Background: an optimization exercise with open tools, aiming at small area, a short achievable clock period and few clock cycles. Do not read the settings as production practice.
No run shown here included a check of the RTL's function; only the layout flow was run.
Power and IR drop assume default switching activity.

$ cat design/flow/run.sh
#!/bin/bash
# synth_recipe.tcl (not shown) runs the flow's synth.tcl, then flattens the netlist and writes it again
# the make line also repeats each setting of config.mk as NAME=value (left out here)
make -C /OpenROAD-flow-scripts/flow DESIGN_CONFIG=/design/flow/config.mk WORK_HOME=/design/flow/orfs CLKGATE_MAP_FILE= SYNTH_SCRIPT=/design/flow/synth_recipe.tcl finish
$ cat design/flow/config.mk
export PLATFORM = sky130hd
export DESIGN_NAME = pot_oversample_ema_hysteresis_top
export DESIGN_NICKNAME = pot_oversample_ema_hysteresis_top
export VERILOG_FILES = /design/flow/design.v
export SDC_FILE = /design/flow/constraint.sdc
export NUM_CORES = 4
export LEC_CHECK = 0
export CAP_MARGIN = 20
export CORE_MARGIN = 2
export CORE_UTILIZATION = 40
export SLEW_MARGIN = 20
$ cat design/flow/constraint.sdc
create_clock -name core_clock -period 20.0 [get_ports {clk}]
set_input_delay 4.0000 -clock core_clock [delete_from_list [all_inputs] [get_ports {clk}]]
set_output_delay 4.0000 -clock core_clock [all_outputs]
set_load 0.01 [all_outputs]
$ cat design/flow/design.v
`timescale 1ns / 1ps
package pot_ema_pkg;
    localparam int CHANNELS            = 8;
    localparam int SAMPLES_PER_AVERAGE = 16;
    localparam int CH_W     = 3;
    localparam int SAMPLE_W = 12;
    localparam int SUM_W    = 16;
    localparam int CNT_W    = 4;
    localparam int AVG_W    = 24;
    localparam int FRAC_W   = 8;
    localparam int LEVEL_W  = 16;
    localparam int WEIGHT_W = 8;
    localparam int THRESH_W = 16;
    localparam int CFG_W    = 16;
    localparam int CFG_IDX_W = 1;
    localparam logic [CNT_W-1:0] BLOCK_END = CNT_W'(SAMPLES_PER_AVERAGE % 16);
    localparam logic [WEIGHT_W-1:0] WEIGHT_RESET = 8'd26;
    localparam logic [THRESH_W-1:0] THRESH_RESET = 16'd328;
    localparam logic [CFG_IDX_W-1:0] REG_WEIGHT    = 1'b0;
    localparam logic [CFG_IDX_W-1:0] REG_THRESHOLD = 1'b1;
    typedef struct packed {
        logic [CH_W-1:0]     channel;
        logic [SAMPLE_W-1:0] sample;
    } in_t;
    typedef struct packed {
        logic [CH_W-1:0]    report_channel;
        logic [LEVEL_W-1:0] smoothed_level;
    } out_t;
    typedef struct packed {
        logic [WEIGHT_W-1:0] smoothing_weight;
        logic [THRESH_W-1:0] report_threshold;
    } cfg_t;
endpackage
`timescale 1ns / 1ps
module pot_ema_cfg (
    input  logic                            clk,
    input  logic                            rst_n,
    input  logic                            cfg_write,
    input  logic [pot_ema_pkg::CFG_IDX_W-1:0] cfg_index,
    input  logic [pot_ema_pkg::CFG_W-1:0]   cfg_data,
    output pot_ema_pkg::cfg_t               cfg
);
    pot_ema_pkg::cfg_t cfg_reg;
    always_ff @(posedge clk or negedge rst_n)
    begin
        if (!rst_n)
        begin
            cfg_reg.smoothing_weight <= pot_ema_pkg::WEIGHT_RESET;
            cfg_reg.report_threshold <= pot_ema_pkg::THRESH_RESET;
        end
        else if (cfg_write)
        begin
            unique case (cfg_index)
                pot_ema_pkg::REG_WEIGHT:
                    cfg_reg.smoothing_weight <= cfg_data[pot_ema_pkg::WEIGHT_W-1:0];
                pot_ema_pkg::REG_THRESHOLD:
                    cfg_reg.report_threshold <= cfg_data[pot_ema_pkg::THRESH_W-1:0];
                default:
                begin
                end
            endcase
        end
    end
    assign cfg = cfg_reg;
endmodule
`timescale 1ns / 1ps
module pot_ema_core (
    input  logic                     clk,
    input  logic                     rst_n,
    input  logic                     in_valid,
    output logic                     in_ready,
    input  pot_ema_pkg::in_t         in_req,
    input  pot_ema_pkg::cfg_t        cfg,
    input  logic                     hold,         
    output logic                     push,         
    output logic [2:0]               push_ch,
    input  logic [2:0]               rd_ch,        
    output logic [15:0]              rd_level
);
    localparam int NP = 8;
    logic [15:0] r_s [NP];
    logic [3:0]  r_n [NP];
    logic [23:0] r_a [NP];
    logic [15:0] r_l [NP];
    logic [NP-1:0] r_z;
    logic [NP-1:0] r_f;
    logic [2:0]  base;
    logic        done1, done2;
    logic        rv;
    logic [2:0]  rch;
    logic [11:0] rx;
    logic        rdy_r;
    logic        cons;
    logic        acc;
    logic        rv_n;
    logic [2:0]  rch_n;
    logic [2:0]  base_n;
    logic        cons_n;
    assign acc    = in_valid && rdy_r;
    assign base_n = base + 3'd1;
    assign rv_n   = acc || (rv && !cons);
    assign rch_n  = acc ? in_req.channel : rch;
    assign cons_n = rv_n && (rch_n == base_n);
    always_ff @(posedge clk or negedge rst_n)
    begin
        if (!rst_n)
        begin
            rv    <= 1'b0;
            rdy_r <= 1'b0;
            cons  <= 1'b0;
            base  <= '0;
        end
        else
        begin
            rv    <= rv_n;
            rdy_r <= !hold && (!rv_n || cons_n);
            cons  <= cons_n;
            base  <= base_n;
        end
    end
    always_ff @(posedge clk)
    begin
        if (acc)
        begin
            rch <= in_req.channel;
            rx  <= in_req.sample;
        end
    end
    assign in_ready = rdy_r;
    logic [15:0] s0, sum0;
    logic [3:0]  n0, cnt0;
    logic [23:0] a0;
    logic        dn0;
    logic [16:0] dh0;
    always_comb
    begin
        s0   = r_z[0] ? 16'd0 : r_s[0];
        n0   = r_z[0] ? 4'd0  : r_n[0];
        a0   = r_z[0] ? 24'd0 : r_a[0];
        sum0 = s0 + 16'(rx);
        cnt0 = n0 + 4'd1;
        dn0  = cons && (n0 == 4'd15);
        dh0  = {1'b0, sum0} - {1'b0, a0[23:8]} - 17'(a0[7:0] != 8'd0);
    end
    logic signed [24:0] d1;
    logic        [7:0]  dl1;
    logic        [31:0] acc1;
    logic        [23:0] a1;
    always_comb
    begin
        dl1  = 8'd0 - r_a[1][7:0];
        d1   = $signed({r_n[1][0], r_s[1], dl1});
        acc1 = {r_a[1], 8'd0} + 32'(d1 * $signed({1'b0, cfg.smoothing_weight})) + 32'd128;
        a1   = acc1[31:8];
    end
    logic [15:0] lvl2, dlt2;
    logic        rep2;
    always_comb
    begin
        lvl2 = r_a[2][23:8];
        dlt2 = (lvl2 > r_l[2]) ? (lvl2 - r_l[2]) : (r_l[2] - lvl2);
        rep2 = done2 && (r_f[2] || (dlt2 > cfg.report_threshold));
    end
    assign push    = rep2;
    assign push_ch = base - 3'd2;
    always_ff @(posedge clk)
    begin
        r_s[1] <= dn0 ? dh0[15:0] : (cons ? sum0 : s0);
        r_n[1] <= dn0 ? {3'd0, dh0[16]} : (cons ? cnt0 : n0);
        r_a[1] <= a0;
        r_l[1] <= r_l[0];
        r_s[2] <= done1 ? 16'd0 : r_s[1];
        r_n[2] <= done1 ? 4'd0  : r_n[1];
        r_a[2] <= done1 ? a1    : r_a[1];
        r_l[2] <= r_l[1];
        r_s[3] <= r_s[2];
        r_n[3] <= r_n[2];
        r_a[3] <= r_a[2];
        r_l[3] <= rep2 ? lvl2 : r_l[2];
        for (int i = 4; i < NP; i++)
        begin
            r_s[i] <= r_s[i-1];
            r_n[i] <= r_n[i-1];
            r_a[i] <= r_a[i-1];
            r_l[i] <= r_l[i-1];
        end
        r_s[0] <= r_s[NP-1];
        r_n[0] <= r_n[NP-1];
        r_a[0] <= r_a[NP-1];
        r_l[0] <= r_l[NP-1];
    end
    always_ff @(posedge clk or negedge rst_n)
    begin
        if (!rst_n)
        begin
            r_z   <= '1;
            r_f   <= '1;
            done1 <= 1'b0;
            done2 <= 1'b0;
        end
        else
        begin
            r_z   <= {r_z[NP-2:1], r_z[0] && !cons, r_z[NP-1]};
            r_f   <= {r_f[NP-2:3], r_f[2] && !rep2, r_f[1:0], r_f[NP-1]};
            done1 <= dn0;
            done2 <= done1;
        end
    end
    logic [2:0] rd_pos;
    assign rd_pos   = base - rd_ch;
    assign rd_level = r_l[rd_pos];
endmodule
`timescale 1ns / 1ps
module pot_ema_out (
    input  logic               clk,
    input  logic               rst_n,
    input  logic               push,
    input  logic [2:0]         push_ch,
    output logic [2:0]         rd_ch,
    input  logic [15:0]        rd_level,
    output logic               hold,
    output logic               out_valid,
    input  logic               out_ready,
    output pot_ema_pkg::out_t  out_req
);
    logic [2:0] q_ch [8];
    logic [2:0] wp, rp;
    logic [3:0] cnt;
    logic [5:0] age;
    logic       valid_reg;
    logic       pop;
    pot_ema_pkg::out_t data_reg;
    assign pop   = (cnt != 4'd0) && (!valid_reg || out_ready);
    assign rd_ch = q_ch[rp];
    assign hold  = age[5];
    always_ff @(posedge clk or negedge rst_n)
    begin
        if (!rst_n)
        begin
            wp        <= '0;
            rp        <= '0;
            cnt       <= '0;
            age       <= '0;
            valid_reg <= 1'b0;
        end
        else
        begin
            if (push)
                wp <= wp + 3'd1;
            if (pop)
                rp <= rp + 3'd1;
            cnt <= cnt + 4'(push) - 4'(pop);
            if (cnt == 4'd0)
                age <= '0;
            else if (!age[5])
                age <= age + 6'd1;
            if (!valid_reg || out_ready)
                valid_reg <= pop;
        end
    end
    always_ff @(posedge clk)
    begin
        if (push)
            q_ch[wp] <= push_ch;
        if (pop)
        begin
            data_reg.report_channel <= rd_ch;
            data_reg.smoothed_level <= rd_level;
        end
    end
    assign out_valid = valid_reg;
    assign out_req   = data_reg;
endmodule
`timescale 1ns / 1ps
module pot_oversample_ema_hysteresis_top (
    input  logic                              clk,
    input  logic                              rst_n,
    input  logic                              in_valid,
    output logic                              in_ready,
    input  logic [14:0]                       in_req,
    output logic                              out_valid,
    input  logic                              out_ready,
    output logic [18:0]                       out_req,
    input  logic                              cfg_write,
    input  logic [pot_ema_pkg::CFG_IDX_W-1:0] cfg_index,
    input  logic [pot_ema_pkg::CFG_W-1:0]     cfg_data
);
    pot_ema_pkg::cfg_t cfg;
    pot_ema_pkg::in_t  in_req_s;
    pot_ema_pkg::out_t out_req_s;
    assign in_req_s = in_req;
    assign out_req  = out_req_s;
    logic        hold;
    logic        push;
    logic [2:0]  push_ch;
    logic [2:0]  rd_ch;
    logic [15:0] rd_level;
    pot_ema_cfg u_cfg (
        .clk       (clk),
        .rst_n     (rst_n),
        .cfg_write (cfg_write),
        .cfg_index (cfg_index),
        .cfg_data  (cfg_data),
        .cfg       (cfg)
    );
    pot_ema_core u_core (
        .clk       (clk),
        .rst_n     (rst_n),
        .in_valid  (in_valid),
        .in_ready  (in_ready),
        .in_req    (in_req_s),
        .cfg       (cfg),
        .hold      (hold),
        .push      (push),
        .push_ch   (push_ch),
        .rd_ch     (rd_ch),
        .rd_level  (rd_level)
    );
    pot_ema_out u_out (
        .clk       (clk),
        .rst_n     (rst_n),
        .push      (push),
        .push_ch   (push_ch),
        .rd_ch     (rd_ch),
        .rd_level  (rd_level),
        .hold      (hold),
        .out_valid (out_valid),
        .out_ready (out_ready),
        .out_req   (out_req_s)
    );
endmodule
==> qor.csv, run 1 <==
metric,value,unit
die_h,267,um
finalSetupTns,0,ns
num_antenna_cells,0,
route.detailed.drc,0,
p_switching,0.00153,W
min_from,u_core.r_s[3][3],
yosysUniqueCellTypes,79,
grt_start_max_net_pins,66,
drv_slew,0,
seq_area_frac_synth,46.9,%
ant_nets,0,
cts_tree,done,
fmax,143,MHz
synth_fa_ha_area_share,20.2,%
viasPerCell,4.96,
synth.avg_cell_area,10.9,um^2
grt_pass1_vias,18296,
dieWidth,267,um
synth_top_cell_by_area,dfxtp_1,
avgRoutedWirePerCell,17.4,um
firstDrtPassIters,9,
synth_top_area_share,34.9,%
holdPathStages,0,
top_register,u_core.r_a,
ios,58,
reg_top3,"u_core.r_a (192), u_core.r_l (128), u_core.r_s (128)",
start_kind,flip-flop,
hold_viol,0,
final.setup_skew,0.0242,ns
antenna_found_initial,0,
pwr-share-seq,33.7,%
synthXorXnorAreaFrac,3.04,%
ir_drop,0.0826,mV
drt_iter0_markers,1030,
worstSetupPathType,reg2reg,
layout-drive-gt1-share,8.38,%
clkPwrFrac,27.3,%
post-route-util,45.7,%
portBuffers,57,
setup_slack,13.03,ns
p_int,0.00277,W
die_area,71300,um^2
pre_cts_ws,13.05,ns
p_per_area,137,nW/um^2
worst-r2r-cell-count,22,
required,20.51,ns
final_cell_mix,"483 x dfxtp_1, 332 x inv_1, 206 x nand2_1, 181 x fa_1, 157 x ha_1",
yosys-top-cells-area,"dfxtp_1 35%, fa_1 13%, ha_1 7.1%",
relSlewSlack,22.9,%
hold_class,reg2reg,
setup_viol_count_final,0,
cts_sinks,603,
fin_crit,6.97,ns
cts_buffer_depth,3,
post_cts_buffers,0,
ctsHoldBuffers,0,
nFillCells,6348,
synthMuxAreaShare,3.33,%
fin_nets,2963,
crit_fanout,9,
status,timing/DRC/antenna clean,
global_route.usage.total,17.9,%
cts_resized,0,
start_util,40.4,%
maxCapViolations,0,
period_share,34.9,%
r2r-start,u_core.r_a[1][0],
leakage,13.9,nW
min_to,u_core.r_s[4][3],
synthArstFlopShare,10.8,%
power,0.00430,W
cts_inserted_buffers,61,
fp.coreArea,68600,um^2
place_congestion,0.860,
synth_top_family_by_area,adder cells,
grt_first_pass_wirelength,100000,um
final_common_cell,dfxtp_1,
worst_r2r_endpoint,u_core.r_a[2][17],
rsz0062_at_grt,false,
rows,96,
num_vias,17701,
ff2ff_setup_slack,13.03,ns
synth-edff-count,55,
end_kind,flip-flop,
worst_pin_slew,1.16,ns
yosys.area_share.simple,11.6,%
cp.arrival,7.48,ns
p_comb_share,39.0,%
clock_latency,0.63,ns
ys_warn_count,7,
dp_hpwl,44500,um
htree_num_levels,2,
yosys_register_bits,603,
grt-ovfl-total,0,
synth_nets,2920,
synth_cells,2544,
switching_share,35.6,%
cts_root_buf,clkbuf_16,
routed_wl,62100,um
ys.flop_type,dfxtp_1,
syn-cell-area,27700,um^2
synth_compound_area_share,9.05,%
hold_slack,0.319,ns
area_growth,13.1,%
clk_pin_slew,0.06,ns
largest_register_ffs,192,
worst max-delay path, cell delays in order (launching register included):
cell and delay (ns):
dfxtp_1 0.39, inv_1 0.16, ha_1 0.20, nand3_1 0.12, xnor2_1 0.67, nand2_1 0.18
fa_1 0.57, inv_1 0.05, fa_1 0.50, inv_1 0.05, fa_1 0.47, inv_1 0.05
fa_1 0.50, fa_1 0.49, ha_1 0.34, a21o_1 0.19, a21o_1 0.19, or4_1 0.46
o2111a_2 0.32, o21ai_0 0.37, o21ai_0 0.17, xnor2_1 0.15, mux2_2 0.26
logic make-up (layout without fill, tap and decap cells):
group                      Yosys count  count (layout)
adders and majority gates          339             339
DFF                                603             603
xor gates and xnor gates            96              96
AOI/OAI and AO/OA                  370             370
and+or+nand+nor                    644             644
muxes                               68              68
buffers and inverters              424             518
metal layers:
metal	routed length (um)	vias up	track usage (%)
met3	3000	105	3.30
met1	27700	8743	23.4
met2	29700	388	30.0
li1	-	8465	-
met5	0	-	0
met4	1690	0	5.62
cell usage after synthesis, drive strengths merged (17+ instances only):
library cell / number
nand2: 208
a21o: 30
fa: 181
dfrtp: 43
ha: 158
and2: 119
o21a: 21
mux2: 37
nor2: 87
nor3: 24
xnor2: 55
a21oi: 94
mux2i: 17
o2111ai: 25
xor2: 41
a31oi: 22
inv: 332
nand3: 73
o21ai: 69
a222oi: 17
clkbuf: 68
buf: 24
dfstp: 22
nor2b: 74
dfxtp: 483
edfxtp: 55
how the worst max path moves through the flow:
stage / startpoint / end / slack [ns] / depth (start not counted)
2_1_floorplan: out_ready / u_out.cnt[2] / 13.61 / 7
3_5_place_dp: u_core.r_a[1][0] / u_core.r_a[2][16] / 13.05 / 21
6_report: u_core.r_a[1][0] / u_core.r_a[2][17] / 13.03 / 22
3_3_place_gp: u_core.r_a[1][0] / u_core.r_a[2][17] / 13.13 / 22
5_1_grt: u_core.r_a[1][0] / u_core.r_a[2][17] / 12.43 / 22
4_1_cts: u_core.r_a[1][0] / u_core.r_a[2][17] / 13.01 / 22
through the flow:
step / area (um^2) / instances
finish: 31300 / 3569
global route: 31300 / 3569
CTS: 31300 / 3568
detailed placement: 29200 / 3454
global placement: 29200 / 3454
floorplan: 27700 / 2544
area by class of cell:
class | instances | area (um^2) | area share, %
clock buffer | 82 | 1780 | 5.68
clock inverter | 32 | 340 | 1.09
inverter | 332 | 1250 | 3.98
multi-input combinational | 1517 | 13100 | 41.9
sequential | 603 | 13000 | 41.4
tap | 931 | 1160 | 3.72
timing repair buffer | 72 | 688 | 2.20
power by group through the flow:
stage / registers (W) / clock network (W) / logic [W]
floorplan: 0.00142 / 0 / 0.00134
global placement: 0.00147 / 0 / 0.00163
detailed placement: 0.00148 / 0 / 0.00166
CTS: 0.00145 / 0.00120 / 0.00169
global route: 0.00146 / 0.00126 / 0.00192
finish: 0.00145 / 0.00118 / 0.00168
==> inputs of run 2 (changes only) <==
--- a/design/flow/config.mk
+++ b/design/flow/config.mk
@@ -5,7 +5,9 @@
 export SDC_FILE = /design/flow/constraint.sdc
 export NUM_CORES = 4
 export LEC_CHECK = 0
+export ABC_CLOCK_PERIOD_IN_PS = 4000
 export CAP_MARGIN = 20
 export CORE_MARGIN = 2
 export CORE_UTILIZATION = 40
+export SETUP_SLACK_MARGIN = 5
 export SLEW_MARGIN = 20
==> run 2 against run 1 <==
Net effect: register-to-register slack is essentially flat; sequential cell count is the same; global-route usage is the same; clock-buffer cell count is the same; still clean; non-clock buffer count is the same; utilization is the same; die area is the same; synthesized cell count is the same; via count is the same; hold slack is the same; largest cell class unchanged; combinational power is essentially flat; sequential share of layout area is the same.
==> qor.csv, run 2 <==
metric,value,unit
global_route.usage.total,17.9,%
place_congestion,0.860,
placed_cells,3454,
ios,58,
min_from,u_core.r_s[3][3],
fmax,143,MHz
cts_resized,0,
antenna_found_initial,0,
maxCapViolations,0,
required,20.51,ns
seq_area_frac_synth,46.9,%
r2r-start,u_core.r_a[1][0],
p_per_area,137,nW/um^2
die_area,71300,um^2
ctsHoldBuffers,0,
die_h,267,um
area_growth,13.1,%
grt_start_max_net_pins,66,
cts_inserted_buffers,61,
largest_register_ffs,192,
yosys-top-cells-area,"dfxtp_1 35%, fa_1 13%, ha_1 7.1%",
crit_chain,inv_1 > ha_1 > nand3_1 > xnor2_1 > nand2_1 > fa_1 > inv_1 > fa_1 > inv_1 > fa_1 > inv_1 > fa_1 > fa_1 > ha_1 > a21o_1 > a21o_1 > or4_1 > o2111a_2 > o21ai_0 > o21ai_0 > xnor2_1 > mux2_2,
ys_warn_count,7,
fp.coreArea,68600,um^2
avgRoutedWirePerCell,17.4,um
fin_nets,2963,
ir_drop,0.0826,mV
cts_sinks,603,
hold_viol,0,
final.setup_skew,0.0242,ns
synth_nets,2920,
rsz0062_at_grt,false,
relSlewSlack,22.9,%
slowest_delay,0.67,ns
route.detailed.drc,0,
routed_wl,62100,um
yosysUniqueCellTypes,79,
grt_pass1_vias,18296,
synth_top_cell_by_area,dfxtp_1,
synth_top_area_share,34.9,%
rows,96,
crit_start,u_core.r_a[1][0],
htree_num_levels,2,
place_area,29200,um^2
drt_iter0_markers,1030,
synth-edff-count,55,
fin_crit,6.97,ns
num_vias,17701,
syn-cell-area,27700,um^2
hold_class,reg2reg,
critical_path.slowest_cell,xnor2_1,
cts_buffer_depth,3,
dp_hpwl,44500,um
synth_cells,2544,
grt_first_pass_wirelength,100000,um
viasPerCell,4.96,
top_register,u_core.r_a,
ys.flop_type,dfxtp_1,
drv_slew,0,
worst_pin_slew,1.16,ns
status,timing/DRC/antenna clean,
cts_root_buf,clkbuf_16,
post_cts_buffers,0,
crit_fanout,9,
holdPathStages,0,
cp.arrival,7.48,ns
period_share,34.9,%
grt-ovfl-total,0,
reg_top3,"u_core.r_a (192), u_core.r_l (128), u_core.r_s (128)",
end_kind,flip-flop,
cp_common_cell,fa_1,
final_cells,3569,
clock_latency,0.63,ns
cts_tree,done,
portBuffers,57,
start_util,40.4,%
leakage,13.9,nW
worst_r2r_endpoint,u_core.r_a[2][17],
finalSetupTns,0,ns
min_to,u_core.r_s[4][3],
layout-drive-gt1-share,8.38,%
design_area,31300,um^2
start_kind,flip-flop,
synthArstFlopShare,10.8,%
yosys_register_bits,603,
synth.most_common_cell,dfxtp_1,
firstDrtPassIters,9,
worst-r2r-cell-count,22,
final_cell_mix,"483 x dfxtp_1, 332 x inv_1, 206 x nand2_1, 181 x fa_1, 157 x ha_1",
synth_top_cells_by_count,"483 x dfxtp_1, 332 x inv_1, 206 x nand2_1, 181 x fa_1, 158 x ha_1",
final_common_cell,dfxtp_1,
ff2ff_setup_slack,13.03,ns
clk_pin_slew,0.06,ns
dieWidth,267,um
num_antenna_cells,0,
synth.avg_cell_area,10.9,um^2
worstSetupPathType,reg2reg,
ant_nets,0,
setup_viol_count_final,0,
==> run 2: layer usage <==
| layer | track usage, % | part of all wire, % | vias to the layer above |
|---|---|---|---|
| li1 | - | - | 8465 |
| met1 | 23.4 | 45 | 8743 |
| met2 | 30.0 | 48 | 388 |
| met3 | 3.30 | 4.8 | 105 |
| met4 | 5.62 | 2.7 | 0 |
| met5 | 0 | 0 | - |
==> run 2: worst max-delay path: cells and delay by family (launching register included) <==
kind | cells | cell delay (ns)
multiplexers | 1 | 0.26
adder cells (fa/ha/maj) | 7 | 3.07
AO/OA/AOI/OAI | 5 | 1.24
flip-flops | 1 | 0.39
XOR/XNOR | 2 | 0.82
AND/OR/NAND/NOR | 3 | 0.76
buffers and inverters | 4 | 0.31
==> run 2: cell families (layout without fill, tap and decap cells) <==
group / count (synthesis) / in the layout / share of synthesized area [%]
buffers and inverters: 424 / 518 / 5.94
xor gates and xnor gates: 96 / 96 / 3.04
muxes: 68 / 68 / 3.33
DFF: 603 / 603 / 46.9
AOI/OAI and AO/OA: 370 / 370 / 9.05
and+or+nand+nor: 644 / 644 / 11.6
adders and majority gates: 339 / 339 / 20.2
==> run 2: area by class of cell <==
type                       count  area, um^2
fill                        6348       37300
multi-input combinational   1517       13100
sequential                   603       13000
clock buffer                  82        1780
inverter                     332        1250
tap                          931        1160
timing repair buffer          72         688
clock inverter                32         340
==> run 2: per-stage QoR <==
stage / power [W] / util (%) / setup WS (ns) / hold WS (ns)
2_1_floorplan: 0.00275 / - / 13.61 / 0.310
3_3_place_gp: 0.00311 / 42.5 / 13.13 / 0.310
3_5_place_dp: 0.00314 / 42.5 / 13.05 / 0.312
4_1_cts: 0.00435 / 45.6 / 13.01 / 0.321
5_1_grt: 0.00464 / 45.7 / 12.43 / 0.322
6_report: 0.00430 / 45.7 / 13.03 / 0.319
==> run 2: report_power, final <==
| part | switching [W] | total (W) | internal, W |
|---|---|---|---|
| logic | 0.000948 | 0.00168 | 0.000728 |
| clock network | 0.000484 | 0.00118 | 0.000693 |
| registers | 0.000102 | 0.00145 | 0.00135 |
| total | 0.00153 | 0.00430 | 0.00277 |
==> run 2: worst max-delay path by stage <==
stage,cells after the start,end
after floorplan,7,u_out.cnt[2]
after global placement,22,u_core.r_a[2][17]
after detailed placement,21,u_core.r_a[2][16]
after CTS,22,u_core.r_a[2][17]
after global routing,22,u_core.r_a[2][17]
final,22,u_core.r_a[2][17]

static timing again, ports no longer ideal:
The results above use ideal ports. As a check the final layouts listed here were re-extracted and re-timed, cells and wires unchanged. Step 1 (the two cells are an assumption about what drives the block):
set clk [get_ports {clk}]
set_driving_cell -lib_cell sky130_fd_sc_hd__clkbuf_16 $clk
set_driving_cell -lib_cell sky130_fd_sc_hd__buf_2 [delete_from_list [all_inputs] $clk]
Step 2 moves the port delays by t, midway between the first and last clock arrival at a register: inputs arrive t later, outputs are due t later. That takes back most of the time a late clock gives input paths. a / b / c = no drivers / after step 1 / after step 2; a / b = the first two.
run	t (ns)	slack for setup (ns)	hold WS [ns]	worst setup path after step 2	slew at the worst register clock pin (ns)
run 1	0.682	13.025 / 13.025 / 13.025	0.319 / 0.319 / 0.319	register to register	0.07 / 0.07
run 2	0.682	13.025 / 13.025 / 13.025	0.319 / 0.319 / 0.319	register to register	0.07 / 0.07
After both steps setup and hold are still met in every run listed.
